What follows belongs to an exercise in optimizing a design on an open flow for small area; a production flow would make more cautious choices. The RTL was checked by simulation tests, not by an equivalence proof against the original design.

== before ==
==> flow/design.v <==
`default_nettype none
module road_edge_generator (
    input  wire logic        clk,
    input  wire logic        rst,
    input  wire logic        tick,
    input  wire logic        restart,
    output      logic        ready,
    input  wire logic [8:0]  rd_row,
    output      logic [9:0]  rd_left,
    output      logic [9:0]  rd_right,
    input  wire logic [8:0]  probe_row,
    output      logic [9:0]  probe_left,
    output      logic [9:0]  probe_right
);
    localparam int G   = 4;                  
    localparam int GB  = $clog2(G);
    localparam int SB  = 4 + GB;             
    localparam int NG  = 512 >> SB;          
    localparam int NGB = 9 - SB;
    localparam int NC  = (G > 2) ? NG + 1 : NG;    
    localparam logic [9:0]  c_z0   = 10'd762;    
    localparam logic [9:0]  c_zlo  = 10'd500;    
    localparam logic [15:0] c_seed = 16'hACE1;
    logic        r_run;      
    logic [8:0]  r_cnt;      
    logic        r_full;     
    logic [9:0]  r_z;        
    logic        r_up;       
    logic        r_dn;       
    logic [15:0] r_lfsr;
    logic [9:0]  r_gz  [NC];
    logic [G-1:0] r_gup [NC];
    logic [G-1:0] r_gdn [NC];
    function automatic logic [9:0] f_walk(input logic [9:0] z, input logic up,
                                          input logic dn, input logic [4:0] k);
        logic [10:0] a;
        logic [10:0] s;
        logic [4:0]  b;
        logic [9:0]  v;
        a = dn ? -{5'd0, k, 1'b0} : (up ? {5'd0, k, 1'b0} : 11'd0);
        s = {1'b0, z} + a;
        b = s[4:0] + 5'd12;              
        if (up && s[10])
            v = {~s[9:1], 1'b1};
        else if (dn && (s < {1'b0, c_zlo}))
            v = c_zlo + {5'd0, ~b[4:1], 1'b0};
        else
            v = s[9:0];
        f_walk = v;
    endfunction
    logic [9:0]  w_nz;
    logic        w_clamp_lo, w_clamp_hi;
    logic        w_fb;
    logic        w_adv;
    logic        w_wstart;
    always_comb begin
        w_clamp_hi = r_up && (r_z == 10'd1023 || r_z == 10'd1022);
        w_clamp_lo = r_dn && (r_z == c_zlo || r_z == c_zlo + 10'd1);
        if (w_clamp_hi)
            w_nz = 10'd1023;
        else if (w_clamp_lo)
            w_nz = c_zlo;
        else
            w_nz = r_z + (r_up ? 10'd2 : 10'd0) - (r_dn ? 10'd2 : 10'd0);
    end
    assign w_fb     = r_lfsr[15] ^ r_lfsr[13] ^ r_lfsr[12] ^ r_lfsr[10];
    assign w_adv    = r_run & tick & ~restart;
    assign w_wstart = w_adv & (r_cnt[3:0] == 4'd0);
    always_ff @(posedge clk or posedge rst) begin
        if (rst) begin
            r_run  <= 1'b0;
            r_cnt  <= '0;
            r_full <= 1'b0;
            r_z    <= c_z0;
            r_up   <= 1'b0;
            r_dn   <= 1'b0;
            r_lfsr <= c_seed;
        end else if (restart) begin
            r_run  <= 1'b0;
            r_cnt  <= '0;
            r_full <= 1'b0;
            r_z    <= c_z0;
            r_up   <= 1'b0;
            r_dn   <= 1'b0;
        end else if (!r_run) begin
            if (r_cnt == 9'd479) begin
                r_run <= 1'b1;
                r_cnt <= '0;
            end else begin
                r_cnt <= r_cnt + 9'd1;
            end
        end else begin
            if (r_cnt[8:5] == 4'hF)
                r_full <= 1'b1;
            if (tick) begin
                r_cnt  <= r_cnt + 9'd1;
                r_z    <= w_nz;
                r_lfsr <= {r_lfsr[14:0], w_fb};
                if (w_clamp_lo) begin
                    r_up <= 1'b1;
                    r_dn <= 1'b0;
                end else if (w_clamp_hi) begin
                    r_up <= 1'b0;
                    r_dn <= 1'b1;
                end else if (r_cnt[3:0] == 4'hF) begin
                    r_up <= (r_lfsr[1:0] == 2'b01);
                    r_dn <= (r_lfsr[1:0] == 2'b10);
                end
            end
        end
    end
    always_ff @(posedge clk) begin
        if (w_wstart && r_cnt[SB-1:4] == '0) begin
            r_gz[0] <= r_z;
            for (int i = 1; i < NC; i++) begin
                r_gz[i]  <= r_gz[i-1];
                r_gup[i] <= r_gup[i-1];
                r_gdn[i] <= r_gdn[i-1];
            end
        end
        for (int j = 0; j < G; j++) begin
            if (w_wstart && r_cnt[SB-1:4] == GB'(j)) begin
                r_gup[0][j] <= r_up;
                r_gdn[0][j] <= r_dn;
            end
        end
    end
    logic [8:0] w_tm1;
    assign w_tm1 = r_cnt - 9'd1;
    function automatic logic [9:0] f_row_z(input logic [8:0] row);
        logic [9:0]     u;
        logic [8:0]     t;
        logic [NGB:0]   gi;
        logic [9:0]     z;
        logic [G-1:0]   gu, gd;
        logic [GB-1:0]  m;
        u   = {1'b0, r_cnt} + {1'b0, ~row};        
        t   = u[8:0];
        gi  = {1'b0, row[8:SB]} + {{NGB{1'b0}}, (w_tm1[SB-1:0] < row[SB-1:0])};
        z  = r_gz[gi];
        gu = r_gup[gi];
        gd = r_gdn[gi];
        m = t[SB-1:4];
        for (int i = 0; i < G - 1; i++) begin
            if (m > GB'(i))
                z = f_walk(z, gu[i], gd[i], 5'd16);
        end
        z = f_walk(z, gu[m], gd[m], {1'b0, t[3:0]} + 5'd1);
        if (!r_run || (!u[9] && !r_full))
            z = c_z0;
        f_row_z = z;
    endfunction
    logic [9:0] r_rd_z, r_pr_z;
    logic       r_rd_o, r_pr_o;
    always_ff @(posedge clk or posedge rst) begin
        if (rst) begin
            r_rd_o <= 1'b1;
            r_pr_o <= 1'b1;
        end else begin
            r_rd_o <= (rd_row >= 9'd480);
            r_pr_o <= (probe_row >= 9'd480);
        end
    end
    always_ff @(posedge clk) begin
        r_rd_z <= f_row_z(rd_row);
        r_pr_z <= f_row_z(probe_row);
    end
    assign rd_left     = r_rd_o ? 10'd0 : r_rd_z - 10'd348;
    assign rd_right    = r_rd_o ? 10'd0 : r_rd_z - 10'd248;
    assign probe_left  = r_pr_o ? 10'd0 : r_pr_z - 10'd348;
    assign probe_right = r_pr_o ? 10'd0 : r_pr_z - 10'd248;
    assign ready = r_run;
endmodule
`default_nettype wire
==> flow/config.mk <==
export PLATFORM = sky130hd
export DESIGN_NAME = road_edge_generator
export DESIGN_NICKNAME = road_edge_generator
export VERILOG_FILES = /design/flow/design.v
export SDC_FILE = /design/flow/constraint.sdc
export NUM_CORES = 8
export LEC_CHECK = 0
export CAP_MARGIN = 20
export CORE_MARGIN = 2
export CORE_UTILIZATION = 40
export SLEW_MARGIN = 20
export SYNTH_MEMORY_MAX_BITS = 8192
==> flow/constraint.sdc <==
create_clock -name core_clock -period 10.0 [get_ports {clk}]
set_input_delay 2.0000 -clock core_clock [delete_from_list [all_inputs] [get_ports {clk}]]
set_output_delay 2.0000 -clock core_clock [all_outputs]
set_load 0.01 [all_outputs]
run.sh (not shown) runs the stock make flow with config.mk's settings and CLKGATE_MAP_FILE= SYNTH_SCRIPT=/design/flow/synth_recipe.tcl, a recipe that flattens the netlist after the stock synthesis.
Layout checks on before: not met. Flow itself completed; violations: setup timing.
#### Input delta (after over before)
Settings: ABC_AREA newly set to 1.
## What came out
The runs compared here, after and before, all ended either early or with open violations.
In before the implementation completed, yet the final layout does not meet the checks, the culprit being setup timing.
[after] flow finished | final checks: failed | reasons: setup timing
after: critical path depth is 11 higher than what before reported.
Compared with before, in after synthesis-to-layout area growth now larger; core utilization went up; total routed wirelength went up about 6.5%; multi-input combinational cell count went up.
after does worse than before on count of vias placed by the detailed router.
Delta (after minus before): post-placement setup slack rose 1.74 ns; count of cells along the worst register-to-register path increased by 12 relative to the old numbers; initial core utilization grew by 0.38 points; headroom to the max-slew limit fell by 2.5 points.

========
== cedar ==
road_edge_generator, a different RTL version from the one above (not shown whole).
Size: ~1,600 cells after synthesis, roughly 240 flip-flops, about 0.016 sq mm of cells after synthesis.
Settings: LEC_CHECK=0, CAP_MARGIN=20, CORE_MARGIN=2, CORE_UTILIZATION=40, SLEW_MARGIN=20, SYNTH_MEMORY_MAX_BITS=8192; clock period 10.0 ns.
## Diff of input files: juniper against cedar
Settings: ABC_AREA newly set to 1.
## What came out
- Total wire length after detailed routing in juniper is 2.4% lower than in cedar
- Layout buffer count excluding clock buffers: juniper < cedar
- Relative to cedar, the weighted congestion reported at the end of routability-driven placement measured on juniper has increased by a few percent.
- Looking at share of the clock period used by the worst path after layout, juniper sits 2.4 points lower than cedar does.
- Against cedar, wire length of the first global-routing pass in juniper came out better.

port drivers added, routing unchanged:
How much do the figures lean on ideal ports? The routed layouts below were timed once more, with nothing changed but the port constraints. Step 1, drivers: a clkbuf_16 drives clk and a buf_2 each remaining input, both assumed. Step 2 times the ports against the registers' clock, not the clock port: input delays grow and output delays shrink by t, the midpoint of the rising clock arrivals with the driver on. Slacks: no drivers / after step 1 / after step 2; pairs: no drivers / after step 1.
| run | t, ns | setup WS [ns] | latest minus earliest clock arrival (ns) | worst data-port slew with drivers (ns) | cell pins on the clock port's net |
|---|---|---|---|---|---|
| before | 0.615 | -3.053 / -3.059 / -3.674 | 0.028 / 0.028 | 0.06 | 1 |
| after | 0.616 | -1.933 / -1.943 / -2.559 | 0.033 / 0.032 | 0.08 | 1 |
| cedar | 0.621 | 0.369 / 0.402 / -0.220 | 0.021 / 0.021 | 0.05 | 1 |
| juniper | 0.574 | 0.608 / 0.632 / 0.058 | 0.013 / 0.012 | 0.05 | 1 |
With both steps, setup timing fails in cedar, where it was met with ideal ports. The setup slack of after, which loses most, moves by -0.010 ns with the drivers and by -0.626 ns with both steps.
